Background: an optimization exercise with open tools, aiming at small area and few clock cycles per item. Do not read the settings as production practice. Function was checked by simulation only, so behaviour that the tests miss may differ from the original. Power and IR drop assume default switching activity.

## design/flow/config.mk

```make
export PLATFORM = sky130hd
export DESIGN_NAME = median_of_set_selector_top
export DESIGN_NICKNAME = median_of_set_selector_top
export VERILOG_FILES = /design/flow/design.v
export SDC_FILE = /design/flow/constraint.sdc
export NUM_CORES = 4
export LEC_CHECK = 0
export CAP_MARGIN = 20
export CORE_MARGIN = 2
export CORE_UTILIZATION = 40
export SLEW_MARGIN = 20
```

## design/flow/design.v

```verilog
package mos_pkg;
  localparam int DEF_MAX_SET    = 64;
  localparam int DEF_VALUE_BITS = 32;
  localparam int SAMPLE_W = 32;
  localparam int SIZE_W   = 7;
  localparam int GRP_SIZE = 8;
  typedef enum logic [1:0] {
    ST_RUN,    
    ST_GRP,    
    ST_SEL     
  } mos_state_t;
endpackage
import mos_pkg::*;
module mos_cell
#(
  parameter int IDX        = 0,
  parameter int VALUE_BITS = DEF_VALUE_BITS,
  parameter int CW         = 7
) (
  input  logic                         clk,
  input  logic                         ins_en,      
  input  logic signed [VALUE_BITS-1:0] ins_val,     
  input  logic [CW-1:0]                count,       
  input  logic signed [VALUE_BITS-1:0] prev_val,    
  input  logic                         prev_gt,     
  output logic signed [VALUE_BITS-1:0] val,
  output logic                         gt           
);
  logic signed [VALUE_BITS-1:0] val_r;
  logic signed [VALUE_BITS-1:0] val_nxt;
  logic                         occ;
  logic                         at_end;
  logic                         wr_en;
  assign occ    = count > CW'(IDX);
  assign at_end = count == CW'(IDX);
  assign gt     = occ && (val_r > ins_val);
  assign wr_en   = ins_en && (gt || at_end);
  assign val_nxt = prev_gt ? prev_val : ins_val;
  always_ff @(posedge clk) begin
    if (wr_en) begin
      val_r <= val_nxt;
    end
  end
  assign val = val_r;
endmodule
import mos_pkg::*;
module median_of_set_selector_top
#(
  parameter int MAX_SET    = DEF_MAX_SET,
  parameter int VALUE_BITS = DEF_VALUE_BITS
) (
  input  logic                       clk,
  input  logic                       rst_n,
  input  logic                       in_valid,
  output logic                       in_stall,
  input  logic signed [SAMPLE_W-1:0] in_sample,
  input  logic                       in_last_of_set,
  output logic                       out_valid,
  input  logic                       out_stall,
  output logic signed [SAMPLE_W-1:0] out_median,
  output logic [SIZE_W-1:0]          out_set_size,
  output logic                       out_overflow
);
  localparam int CW = $clog2(MAX_SET + 1);
  localparam int IW = $clog2(MAX_SET);
  localparam int NG = (MAX_SET + GRP_SIZE - 1) / GRP_SIZE;
  localparam int HW = (NG > 1) ? $clog2(NG) : 1;
  localparam int LW = $clog2(GRP_SIZE);
  mos_pkg::mos_state_t state_r;
  mos_pkg::mos_state_t state_nxt;
  logic [CW-1:0]                count_r;
  logic                         dropped_r;
  logic [CW-1:0]                cnt_new;
  logic                         full;
  logic                         in_acc;
  logic                         ins_en;
  logic signed [VALUE_BITS-1:0] smp;
  logic [IW-1:0]                idx_r;
  logic [CW-1:0]                size_r;
  logic                         ovf_r;
  logic [LW-1:0]                idx_lo;
  logic [HW-1:0]                idx_hi;
  logic signed [VALUE_BITS-1:0] cell_val [MAX_SET];
  logic                         cell_gt  [MAX_SET];
  logic signed [VALUE_BITS-1:0] grp_r    [NG];
  logic signed [VALUE_BITS-1:0] grp_nxt  [NG];
  logic signed [VALUE_BITS-1:0] pick;
  logic                         out_valid_r;
  logic signed [SAMPLE_W-1:0]   median_r;
  logic [SIZE_W-1:0]            set_size_r;
  logic                         overflow_r;
  logic                         out_load;
  assign in_acc  = in_valid && !in_stall;
  assign full    = count_r == CW'(MAX_SET);
  assign ins_en  = in_acc && !full;
  assign cnt_new = full ? count_r : count_r + CW'(1);
  assign smp     = VALUE_BITS'(in_sample);
  for (genvar i = 0; i < MAX_SET; i++) begin : g_cell
    if (i == 0) begin : g_head
      mos_cell #(.IDX(i), .VALUE_BITS(VALUE_BITS), .CW(CW)) u_cell (
        .clk      (clk),
        .ins_en   (ins_en),
        .ins_val  (smp),
        .count    (count_r),
        .prev_val (smp),
        .prev_gt  (1'b0),
        .val      (cell_val[i]),
        .gt       (cell_gt[i])
      );
    end else begin : g_body
      mos_cell #(.IDX(i), .VALUE_BITS(VALUE_BITS), .CW(CW)) u_cell (
        .clk      (clk),
        .ins_en   (ins_en),
        .ins_val  (smp),
        .count    (count_r),
        .prev_val (cell_val[i-1]),
        .prev_gt  (cell_gt[i-1]),
        .val      (cell_val[i]),
        .gt       (cell_gt[i])
      );
    end
  end
  always_ff @(posedge clk) begin
    if (!rst_n) begin
      count_r   <= '0;
      dropped_r <= 1'b0;
    end else if (in_acc) begin
      if (in_last_of_set) begin
        count_r   <= '0;
        dropped_r <= 1'b0;
      end else begin
        count_r   <= cnt_new;
        dropped_r <= dropped_r | full;
      end
    end
  end
  always_ff @(posedge clk) begin
    if (in_acc && in_last_of_set) begin
      idx_r  <= IW'(cnt_new >> 1);
      size_r <= cnt_new;
      ovf_r  <= dropped_r | full;
    end
  end
  assign idx_lo = LW'(idx_r % GRP_SIZE);
  assign idx_hi = HW'(idx_r / GRP_SIZE);
  always_comb begin
    for (int g = 0; g < NG; g++) begin
      grp_nxt[g] = '0;
      for (int j = 0; j < GRP_SIZE; j++) begin
        if ((g * GRP_SIZE + j < MAX_SET) && (idx_lo == LW'(j))) begin
          grp_nxt[g] = cell_val[g * GRP_SIZE + j];
        end
      end
    end
  end
  always_ff @(posedge clk) begin
    if (state_r == ST_GRP) begin
      for (int g = 0; g < NG; g++) begin
        grp_r[g] <= grp_nxt[g];
      end
    end
  end
  always_comb begin
    pick = '0;
    for (int g = 0; g < NG; g++) begin
      if (idx_hi == HW'(g)) begin
        pick = grp_r[g];
      end
    end
  end
  always_comb begin
    state_nxt = state_r;
    unique case (state_r)
      ST_RUN: if (in_acc && in_last_of_set) state_nxt = ST_GRP;
      ST_GRP: state_nxt = ST_SEL;
      ST_SEL: if (!out_valid_r || !out_stall) state_nxt = ST_RUN;
      default: state_nxt = ST_RUN;
    endcase
  end
  always_comb begin
    in_stall = 1'b1;
    out_load = 1'b0;
    unique case (state_r)
      ST_RUN: in_stall = 1'b0;
      ST_GRP: in_stall = 1'b1;
      ST_SEL: out_load = !out_valid_r || !out_stall;
      default: in_stall = 1'b1;
    endcase
  end
  always_ff @(posedge clk) begin
    if (!rst_n) begin
      state_r <= ST_RUN;
    end else begin
      state_r <= state_nxt;
    end
  end
  always_ff @(posedge clk) begin
    if (!rst_n) begin
      out_valid_r <= 1'b0;
    end else if (out_load) begin
      out_valid_r <= 1'b1;
    end else if (!out_stall) begin
      out_valid_r <= 1'b0;
    end
  end
  always_ff @(posedge clk) begin
    if (out_load) begin
      median_r   <= SAMPLE_W'(pick);
      set_size_r <= SIZE_W'(size_r);
      overflow_r <= ovf_r;
    end
  end
  assign out_valid    = out_valid_r;
  assign out_median   = median_r;
  assign out_set_size = set_size_r;
  assign out_overflow = overflow_r;
endmodule
```

## design/flow/constraint.sdc

```tcl
create_clock -name core_clock -period 5.0 [get_ports {clk}]
set_input_delay 1.0000 -clock core_clock [delete_from_list [all_inputs] [get_ports {clk}]]
set_output_delay 1.0000 -clock core_clock [all_outputs]
set_load 0.01 [all_outputs]
```

## design/flow/run.sh

```bash
#!/bin/bash
# synth_recipe.tcl (not shown) runs the flow's synth.tcl, then flattens the netlist and writes it again
# the make line also repeats each setting of config.mk as NAME=value (left out here)
make -C /OpenROAD-flow-scripts/flow DESIGN_CONFIG=/design/flow/config.mk WORK_HOME=/design/flow/orfs CLKGATE_MAP_FILE= SYNTH_SCRIPT=/design/flow/synth_recipe.tcl finish
```

==> run notes <==
## critical path: stages
cell	delay, ns
sky130_fd_sc_hd__buf_4	0.14
sky130_fd_sc_hd__clkinvlp_4	0.08
sky130_fd_sc_hd__buf_12	0.33
sky130_fd_sc_hd__buf_4	0.47
sky130_fd_sc_hd__ha_1	0.33
sky130_fd_sc_hd__a21oi_1	0.15
sky130_fd_sc_hd__nor2b_1	0.06
sky130_fd_sc_hd__o21ai_0	0.13
sky130_fd_sc_hd__o21ai_0	0.10
sky130_fd_sc_hd__o21a_1	0.17
sky130_fd_sc_hd__a2111oi_0	0.84
sky130_fd_sc_hd__buf_4	0.26
sky130_fd_sc_hd__mux2i_4	0.26
sky130_fd_sc_hd__buf_4	0.31
sky130_fd_sc_hd__mux2_2	0.37
## layer usage
metal  vias to the layer above  part of all wire  global-route usage
li1                      51740                 -                   -
met3                      2092              0.11             0.08416
met2                      8088              0.42              0.4895
met1                     61970              0.37              0.4099
met5                         -           0.00036           0.0007090
met4                        34             0.096              0.2597
## metrics by stage
step | TNS, ns | instance area [um^2] | instances
after global placement | -14.50 | 173900 | 18150
after global routing | 0 | 183200 | 18670
final | 0 | 183300 | 18700
after detailed placement | -12.10 | 173900 | 18150
after floorplan | -2372.55 | 160300 | 12830
after CTS | 0 | 183200 | 18660
## kinds of logic (layout without fill, tap and decap cells)
kind of cell | count (synthesis) | in the layout | synth area share
compound gates | 2527 | 2527 | 0.1027
fa+ha+maj | 2052 | 2052 | 0.1611
mux | 2539 | 2539 | 0.1947
flops | 2363 | 2363 | 0.4445
buf+inv | 876 | 1462 | 0.02218
simple gates | 2463 | 2463 | 0.07419
other cells | 0 | 38 | 0
xor+xnor | 12 | 12 | 0.0006594
## final cells by class
| type | instances | area, um^2 |
|---|---|---|
| clock inverter | 135 | 1224 |
| inverter | 122 | 574.3 |
| antenna | 38 | 95.09 |
| clock buffer | 377 | 8069 |
| sequential | 2363 | 70850 |
| fill | 35660 | 213000 |
| tap | 5242 | 6559 |
| multi-input combinational | 9593 | 86430 |
| timing repair buffer | 828 | 9488 |
## worst max-delay path by stage
stage	endpoint	slack, ns	cells after the start
5_1_grt	g_cell[55].g_body.u_cell.val_r[6]	0.63	15
4_1_cts	g_cell[55].g_body.u_cell.val_r[5]	0.70	15
3_3_place_gp	g_cell[55].g_body.u_cell.val_r[2]	-0.29	15
2_1_floorplan	g_cell[14].g_body.u_cell.val_r[0]	-2.01	12
6_report	g_cell[55].g_body.u_cell.val_r[7]	0.55	15
3_5_place_dp	g_cell[55].g_body.u_cell.val_r[10]	-0.26	15
## flip-flops by register name, summed over array words and instances, names as in the netlist, 2 cells and up
| register | flops |
|---|---|
| count_r | 7 |
| g_cell.g_body.u_cell.val_r | 2016 |
| g_cell.g_head.u_cell.val_r | 32 |
| grp_r | 256 |
| median_r | 32 |
| set_size_r | 7 |
| size_r | 7 |
| state_r | 2 |
## cell usage after synthesis (43+ instances only)
library cell | count | share of area
sky130_fd_sc_hd__a21o_1 | 368 | 0.017
sky130_fd_sc_hd__edfxtp_1 | 2352 | 0.44
sky130_fd_sc_hd__nand3_1 | 132 | 0.0041
sky130_fd_sc_hd__mux4_2 | 227 | 0.032
sky130_fd_sc_hd__nand4_1 | 446 | 0.018
sky130_fd_sc_hd__clkbuf_1 | 534 | 0.013
sky130_fd_sc_hd__a21oi_1 | 861 | 0.027
sky130_fd_sc_hd__mux2_1 | 43 | 0.0030
sky130_fd_sc_hd__a2111oi_0 | 45 | 0.0025
sky130_fd_sc_hd__ha_1 | 2052 | 0.16
sky130_fd_sc_hd__o21a_1 | 49 | 0.0023
sky130_fd_sc_hd__mux2_2 | 2061 | 0.15
sky130_fd_sc_hd__nand2_1 | 953 | 0.022
sky130_fd_sc_hd__a22oi_1 | 44 | 0.0021
sky130_fd_sc_hd__inv_1 | 121 | 0.0028
sky130_fd_sc_hd__nor4_1 | 72 | 0.0028
sky130_fd_sc_hd__o211ai_1 | 135 | 0.0064
sky130_fd_sc_hd__o221ai_1 | 137 | 0.0075
sky130_fd_sc_hd__a211oi_1 | 70 | 0.0033
sky130_fd_sc_hd__buf_2 | 133 | 0.0042
sky130_fd_sc_hd__a22o_1 | 135 | 0.0074
sky130_fd_sc_hd__o21ai_0 | 407 | 0.013
sky130_fd_sc_hd__nor2_1 | 447 | 0.011
sky130_fd_sc_hd__nor3_1 | 82 | 0.0026
sky130_fd_sc_hd__mux2i_1 | 179 | 0.011
sky130_fd_sc_hd__nor2b_1 | 113 | 0.0044
sky130_fd_sc_hd__buf_1 | 79 | 0.0019
## power breakdown
group / switching [uW] / total (uW) / leakage, uW / internal (uW)
sequential: 101 / 22000 / 0.0213 / 21900
clock: 9150 / 21600 / 0.00455 / 12400
combinational: 3930 / 6160 / 0.0434 / 2240
total: 13200 / 49800 / 0.0692 / 36600
==> impl_metrics.toml <==
[status]
outcome = "complete, no violations"

[timing]
finalSetupViolations = 0
max-slew-margin-rel = 0.08003
final.min_clock_period_ns = 4.445
finalClockSkew_ns = 0.07390
max_freq_mhz = 225.0
timing_worst_slew_pin_value_ns = 1.380
hold_ws_ns = 0.4325
rsz_0062_raised_after_global_routing = "false"
timing.final.crit_share = 0.8890
finalMaxSlewViolations = 0
final_hold_viol_count = 0
final.setup.worst_slack_ns = 0.5549

[layout]
finish.utilization = 0.4626
final_common_cell = "sky130_fd_sc_hd__edfxtp_1"
layout.nets = 15290
drive_gt1_frac = 0.2761
final_cell_mix = "2352 x sky130_fd_sc_hd__edfxtp_1, 2061 x sky130_fd_sc_hd__mux2_2, 2023 x sky130_fd_sc_hd__ha_1"
area_growth_pct = 15.00

[cts]
clock-root-buffer = "sky130_fd_sc_hd__clkbuf_16"
post_cts_hold_buffer_count = 0
worst_skew_pair.late_latency_ns = 0.98
cts.sinks = 2363
clkTransAtPathRegs_ns = 0.06
tritoncts = "done"
clock_buffer_count_from_cts = 289
post_cts.repair.setup_buffers = 0
post_cts_resize_count = 0
htreeDepth = 5
clk_path_buf_depth = 4

[global_route]
first_pass_grt_wire_length_um = 943900
number_of_global_route_vias_before_repair = 118600
antenna_found_initial = 76
grt-ovfl-total = 0
gr-usage-all-layers = 0.3302
grt_start_max_net_pins = 113

[synth]
yosysWarningCount = 71
seq_area_frac_synth = 0.4445
synth_cell_type_count = 80
postSynthRegisterBits = 2363
ys_dominant_reg_cell = "sky130_fd_sc_hd__edfxtp_1"
avgSynthCellArea_um2 = 12.42
asyncSetResetFlopFracSynth = 0
synth.cell_area_um2 = 159400
synth_enable_flop_cells = 2352
synthCells = 12830
nets_in_the_synthesized_netlist = 14920

[detailed_routing]
number_of_vias_in_the_routed_layout = 123900
drtPass1Iterations = 6
detail_route.vias_per_cell = 6.628
detail_route.iter0.violations = 18070
detail_route.wirelength_um = 688200
drt-wirelength-per-cell_um = 36.80
ant_nets = 0
drc = 0

[placement]
post-place-ws_ns = -0.2582
globalplace.congestion = 1.051
place.detailed.hpwl_um = 506300
io_buffer_count = 78

[setup_path]
critical_path_fanouts_max = 34
worst_setup_path_startpoint = "in_sample[13]"
r2r-start = "count_r[0]"
cp-start-kind = "input port"
worst-r2r-cell-count = 9
r2r_slack_ns = 0.68
critical_path.endpoint_type = "register"
criticalPathCategory = "in -> reg"
critPathArrivalTime_ns = 5.10
cp_data_required_time_ns = 5.66
worstReg2RegEnd = "g_cell[9].g_body.u_cell.val_r[13]"

[power]
pwr_density_cell_nw_per_um2 = 271.5
finalPower_uw = 49770
power.leakage_uw = 0.06922
vdd_drop_max_mv = 0.2475

[hold_path]
worstHoldPathType = "reg -> reg"
whs_path_depth = 0
worst_hold_startpoint = "ovf_r"
worstHoldEndpoint = "overflow_r"

[die]
initial_utilization = 0.4022
fp.dieH_um = 635.2
ioPinCount = 79
core_ar_um2 = 396300
chipWidth_um = 635.2
fp-row-count = 231
die_area_um2 = 403500

[job]
max-cap-violations = 0
Testbench counts, summed over its fixed seeds: cycles 39,564, items 36,996.

-- re-timing with driven ports --
In the flow no input, the clock included, has a driving cell. The finished layout below was timed again as built, in two steps.
Step 1 sets driving cells, clkbuf_16 on the clock port and buf_2 on the other inputs (assumed; they add their load-dependent delay and slew).
Step 2 times the ports against the registers' clock, not the clock port: input delays grow and output delays shrink by t, the midpoint of the rising clock arrivals with the driver on.
Three values: ideal ports, drivers, drivers and shift; two values: the first two.
shift t [ns]: 1.071
setup WS [ns]: 0.555 / 0.661 / -0.410
slew at the worst register clock pin (ns): 0.07 / 0.07
pins driven straight from the clock port: 1
With both steps, setup timing fails in this run, where it was met with ideal ports. For this run, drivers alone change the setup slack by +0.106 ns; drivers and shift together by -0.965 ns.
